This design comes from an exercise in tuning for small area and a short achievable clock period on the open sky130 flow, not from production work.
At most, simulation tests tie the RTL to the original design; equivalence was not proved.
No activity file was given, so power comes from the tool's default toggle rates.

==> run K: inputs <==
Design mac_top, start of the top module:
module mac_top #(
   parameter int A_WIDTH = 18,    
   parameter int B_WIDTH = 18,    
   parameter int P_WIDTH = 48     
) (
   input  logic                      clk,
   input  logic                      rst_n,
   input  logic signed [A_WIDTH-1:0] data_a,
   input  logic signed [B_WIDTH-1:0] data_b,
   input  mac_pkg::mac_op_e          op,
   input  logic                      activate_mac,   
   output logic signed [P_WIDTH-1:0] data_p,
   output logic                      p_valid
);
   logic                      kill, sub, clr, valid;
   logic [P_WIDTH-1:0]        row0, row1;
   mac_ctrl u_ctrl (
      .clk          (clk),
      .rst_n        (rst_n),
      .activate_mac (activate_mac),
      .op           (op),
      .kill         (kill),
      .sub          (sub),
      .clr          (clr),
      .valid        (valid)
   );
   mac_mult_stage #(
      .A_WIDTH (A_WIDTH),
      .B_WIDTH (B_WIDTH),
      .P_WIDTH (P_WIDTH)
   ) u_mult (
      .clk   (clk),
      .data_a (data_a),
      .data_b (data_b),
      .kill  (kill),
      .sub   (sub),
      .row0  (row0),
      .row1  (row1)
   );
   mac_accumulator #(
      .P_WIDTH (P_WIDTH)
   ) u_acc (
      .clk     (clk),
      .rst_n   (rst_n),
      .clr     (clr),
      .valid   (valid),
      .row0    (row0),
      .row1    (row1),
      .data_p  (data_p),
      .p_valid (p_valid)
   );
endmodule
Settings: LEC_CHECK=0, ABC_AREA=1, ABC_CLOCK_PERIOD_IN_PS=2800, CAP_MARGIN=20, CORE_MARGIN=2, CORE_UTILIZATION=40, SLEW_MARGIN=20; clock period 10.0 ns.
standard.sh (not shown) runs the stock make flow with config.mk's settings and CLKGATE_MAP_FILE= SYNTH_SCRIPT=/design/flow/synth_recipe.tcl, a recipe that flattens the netlist after the stock synthesis.
==> flow/flow/run.sh <==
#!/bin/bash
# The standard layout with three changes:
#  - Yosys's coarse 'synth' calls run with -noabc, so that extract_fa sees the
#    full and half adders as the RTL writes them (the later ABC mapping pass is
#    unchanged);
#  - the port buffers are buf_2 cells (buffer_ports -buffer_cell);
#  - timing repair aims at a setup margin of 6.5 ns.
# The SDC (clock period, I/O delays, loads) is the standard flow's, unchanged. Each make
# step's log stays under orfs/logs; make's own output goes to flow_make.log.
set -euo pipefail
grep -q '^proc synth {args} { yosys synth -nofsm -noshare {\*}$args }' synth_recipe.tcl
sed 's/yosys synth -nofsm -noshare /yosys synth -nofsm -noshare -noabc /' synth_recipe.tcl > synth_noabc.tcl
bash standard.sh SYNTH_SCRIPT=$PWD/synth_noabc.tcl SETUP_SLACK_MARGIN=6.5 \
  "BUFFER_PORTS_ARGS=-buffer_cell sky130_fd_sc_hd__buf_2" finish > flow_make.log 2>&1
==> run X (differences from run K) <==
==> flow/flow/run.sh (replaced) <==
#!/bin/bash
# The standard layout with these changes:
#  - Yosys's coarse 'synth' calls run with -noabc, so that extract_fa sees the
#    full and half adders as the RTL writes them (the later ABC mapping pass is
#    unchanged);
#  - the port buffers are buf_1 cells (buffer_ports -buffer_cell);
#  - timing repair aims at a setup margin of 6.6 ns.
# The SDC (clock period, I/O delays, loads) is the standard flow's, unchanged. Each make
# step's log stays under orfs/logs; make's own output goes to flow_make.log.
set -euo pipefail
grep -q '^proc synth {args} { yosys synth -nofsm -noshare {\*}$args }' synth_recipe.tcl
sed 's/yosys synth -nofsm -noshare /yosys synth -nofsm -noshare -noabc /' synth_recipe.tcl > synth_noabc.tcl
bash standard.sh SYNTH_SCRIPT=$PWD/synth_noabc.tcl SETUP_SLACK_MARGIN=6.6 \
  "BUFFER_PORTS_ARGS=-buffer_cell sky130_fd_sc_hd__buf_1" finish > flow_make.log 2>&1
Settings changed: ABC_AREA 1 to unset, ABC_CLOCK_PERIOD_IN_PS 2800 to unset, CTS_BUF_LIST set to sky130_fd_sc_hd__clkbuf_8, CTS_CLUSTER_SIZE set to 30.
==> run summary <==
In run K the worst setup slack is worse than in run X, by 75 ps.
In global-route usage, run K and run X hardly differ.
Between run K and run X, the lower area after synthesis is in run X (gap 3.1%, measured against run X).
Register-to-register slack: run X is higher than run K (70 ps).
Run X finished clean. Run K ran to the end with no violations.
Between run K and run X, the lower die area is in run X (gap about 3%, measured against run X).
Against run K, the core utilization of run X is higher by 2.4 points.
==> figures <==
Most repeated cell in the gate-level netlist after synthesis: run K sky130_fd_sc_hd__xor2_1; run X sky130_fd_sc_hd__xnor2_1
Area fraction in compound gates after synthesis: run K 0.1118; run X 0.1430
Area share of and/or/nand/nor cells after synthesis: run K 0.1080; run X 0.07789
Met2 track demand over resource: run K 0.3295; run X 0.2947
Final nets: run K 1817; run X 1635
Sw Pwr: run K 2.225 mW; run X 2.162 mW
Result of the run: run K no timing/DRC/antenna violations; run X no timing/DRC/antenna violations
Part of the power in the clock network: run K 0.141; run X 0.102
Final min period: run K 3435 ps; run X 3360 ps
Via count: run K 9928; run X 9526
Area of the core region: run K 32620 um^2; run X 31640 um^2
Combinational group share of total power: run K 0.624; run X 0.668
Global-route track usage on met1: run K 0.2437; run X 0.2753
Clock buffer count: run K 17; run X 19

* * *

==> build 74 <==
mac_top, a different RTL version from the one above (not shown whole).
==> module mac_ctrl, before the edit <==
module mac_ctrl (
   input  logic             clk,
   input  logic             rst_n,
   input  logic             activate_mac,   
   input  mac_pkg::mac_op_e op,
   output logic             kill,           
   output logic             sub,            
   output logic             clr,            
   output logic             valid           
);
   logic act_q;       
   logic req;
   logic clr1_q, clr2_q;
   logic valid1_q, valid2_q;
   assign req  = activate_mac ^ act_q;
   assign kill = ~req | (op == mac_pkg::MAC_CLEAR);
   assign sub  = (op == mac_pkg::MAC_SUB);
   always_ff @(posedge clk or negedge rst_n) begin
      if (!rst_n) begin
         act_q    <= 1'b0;
         clr1_q   <= 1'b0;
         clr2_q   <= 1'b0;
         valid1_q <= 1'b0;
         valid2_q <= 1'b0;
      end else begin
         act_q    <= activate_mac;
         clr1_q   <= req & ((op == mac_pkg::MAC_LOAD) | (op == mac_pkg::MAC_CLEAR));
         clr2_q   <= clr1_q;
         valid1_q <= req;
         valid2_q <= valid1_q;
      end
   end
   assign clr   = clr2_q;
   assign valid = valid2_q;
endmodule
clock: 10.0 ns
lec_check: 0
cap_margin: 20
core_margin: 2
core_utilization: 40
slew_margin: 20
==> flow/flow/run.sh <==
#!/bin/bash
# The standard layout with three changes:
#  - Yosys's coarse 'synth' calls run with -noabc, so that extract_fa sees the
#    full and half adders as the RTL writes them (the later ABC mapping pass is
#    unchanged);
#  - the port buffers are buf_2 cells (buffer_ports -buffer_cell);
#  - timing repair aims at a setup margin of 6.8 ns.
# The SDC (clock period, I/O delays, loads) is the standard flow's, unchanged. Each make
# step's log stays under orfs/logs; make's own output goes to flow_make.log.
set -euo pipefail
grep -q '^proc synth {args} { yosys synth -nofsm -noshare {\*}$args }' synth_recipe.tcl
sed 's/yosys synth -nofsm -noshare /yosys synth -nofsm -noshare -noabc /' synth_recipe.tcl > synth_noabc.tcl
bash standard.sh SYNTH_SCRIPT=$PWD/synth_noabc.tcl SETUP_SLACK_MARGIN=6.8 \
  "BUFFER_PORTS_ARGS=-buffer_cell sky130_fd_sc_hd__buf_2" finish > flow_make.log 2>&1
==> inputs of trial 36, as changes to build 74 <==
--- a/flow/design.v
+++ b/flow/design.v
@@ -35,3 +35,2 @@
          clr1_q   <= 1'b0;
-         clr2_q   <= 1'b0;
          valid1_q <= 1'b0;
@@ -41,3 +40,2 @@
          clr1_q   <= req & ((op == mac_pkg::MAC_LOAD) | (op == mac_pkg::MAC_CLEAR));
-         clr2_q   <= clr1_q;
          valid1_q <= req;
@@ -46,2 +44,5 @@
    end
+   always_ff @(posedge clk) begin
+      clr2_q <= clr1_q;
+   end
    assign clr   = clr2_q;
--- a/flow/flow/run.sh
+++ b/flow/flow/run.sh
@@ -6,3 +6,3 @@
 #  - the port buffers are buf_2 cells (buffer_ports -buffer_cell);
-#  - timing repair aims at a setup margin of 6.8 ns.
+#  - timing repair aims at a setup margin of 6.5 ns.
 # The SDC (clock period, I/O delays, loads) is the standard flow's, unchanged. Each make
@@ -12,3 +12,3 @@
 sed 's/yosys synth -nofsm -noshare /yosys synth -nofsm -noshare -noabc /' synth_recipe.tcl > synth_noabc.tcl
-bash standard.sh SYNTH_SCRIPT=$PWD/synth_noabc.tcl SETUP_SLACK_MARGIN=6.8 \
+bash standard.sh SYNTH_SCRIPT=$PWD/synth_noabc.tcl SETUP_SLACK_MARGIN=6.5 \
   "BUFFER_PORTS_ARGS=-buffer_cell sky130_fd_sc_hd__buf_2" finish > flow_make.log 2>&1
--- a/flow/config.mk
+++ b/flow/config.mk
@@ -7,2 +7,3 @@
 export LEC_CHECK = 0
+export ABC_AREA = 1
 export CAP_MARGIN = 20
==> inputs of trial 44, as changes to build 74 <==
--- a/flow/flow/run.sh
+++ b/flow/flow/run.sh
@@ -6,3 +6,3 @@
 #  - the port buffers are buf_2 cells (buffer_ports -buffer_cell);
-#  - timing repair aims at a setup margin of 6.8 ns.
+#  - timing repair aims at a setup margin of 6.5 ns.
 # The SDC (clock period, I/O delays, loads) is the standard flow's, unchanged. Each make
@@ -12,3 +12,3 @@
 sed 's/yosys synth -nofsm -noshare /yosys synth -nofsm -noshare -noabc /' synth_recipe.tcl > synth_noabc.tcl
-bash standard.sh SYNTH_SCRIPT=$PWD/synth_noabc.tcl SETUP_SLACK_MARGIN=6.8 \
+bash standard.sh SYNTH_SCRIPT=$PWD/synth_noabc.tcl SETUP_SLACK_MARGIN=6.5 \
   "BUFFER_PORTS_ARGS=-buffer_cell sky130_fd_sc_hd__buf_2" finish > flow_make.log 2>&1
==> key figures <==
Worst setup path
  • Crit. Startpoint: u_mult.two_q[6]
  • WP data required: 10.39 ns

Timing
  • Worst Clk Skew: 0.0108 ns

Synthesis
  • Post-synthesis cell area: 13900 µm²

Cells and area
  • Non-clock inverters: 214

Run status
  • Outcome: finished clean
-- figures above: trial 36

==> key figures <==
Clocking
  • Cell chosen for the clock root: clkbuf_16

Synthesis
  • Post-synthesis cell area: 13500 µm²

Timing
  • Worst Clk Skew: 0.0144 ns

Run status
  • Outcome: finished clean

Worst setup path
  • Crit. Startpoint: u_ctrl.clr2_q

Cells and area
  • Non-clock inverters: 52
-- figures above: trial 44

==> key figures <==
Run status
  • Outcome: finished clean

Timing
  • Worst Clk Skew: 0.00943 ns

Power
  • Main power group: combinational cells

Synthesis
  • Combinational family with the most area after synthesis: adder cells
  • Post-synthesis cell area: 13500 µm²
  • Post-synth EDFFs: 0

Worst setup path
  • Kind of cell adding the most delay to the critical path: adder cells
  • WP data required: 10.33 ns
  • Crit. Startpoint: u_ctrl.clr2_q

Cells and area
  • Largest regs: u_acc.p_q (48), u_mult.r0_q (35), u_mult.r1_q (34)
  • Non-clock inverters: 52

GRT
  • GRT Max-Usage Layer: met2
-- figures above: build 74

Function not checked in trial 36: the RTL went through the layout flow alone.

## re-timing with driven ports
How much do the figures lean on ideal ports? The routed layouts below were timed once more, with nothing changed but the port constraints.
Step 1 sets driving cells, clkbuf_16 on the clock port and buf_2 on the other inputs (assumed; they add their load-dependent delay and slew).
Step 2 times the ports against the registers' clock, not the clock port: input delays grow and output delays shrink by t, the midpoint of the rising clock arrivals with the driver on.
Three values: ideal ports, drivers, drivers and shift; two values: the first two.
run	shift t [ns]	slack for setup (ns)	cell pins on the clock port's net
run K	0.504	6.565 / 6.565 / 6.565	1
run X	0.512	6.640 / 6.640 / 6.617	1
build 74	0.508	6.480 / 6.480 / 6.480	1
trial 36	0.497	6.583 / 6.583 / 6.506	1
trial 44	0.502	6.495 / 6.495 / 6.495	1
After both steps every run listed still meets setup and hold. The setup slack of trial 36, which loses most, moves by 0.000 ns with the drivers and by -0.077 ns with both steps. Setup slack includes reset recovery checks.
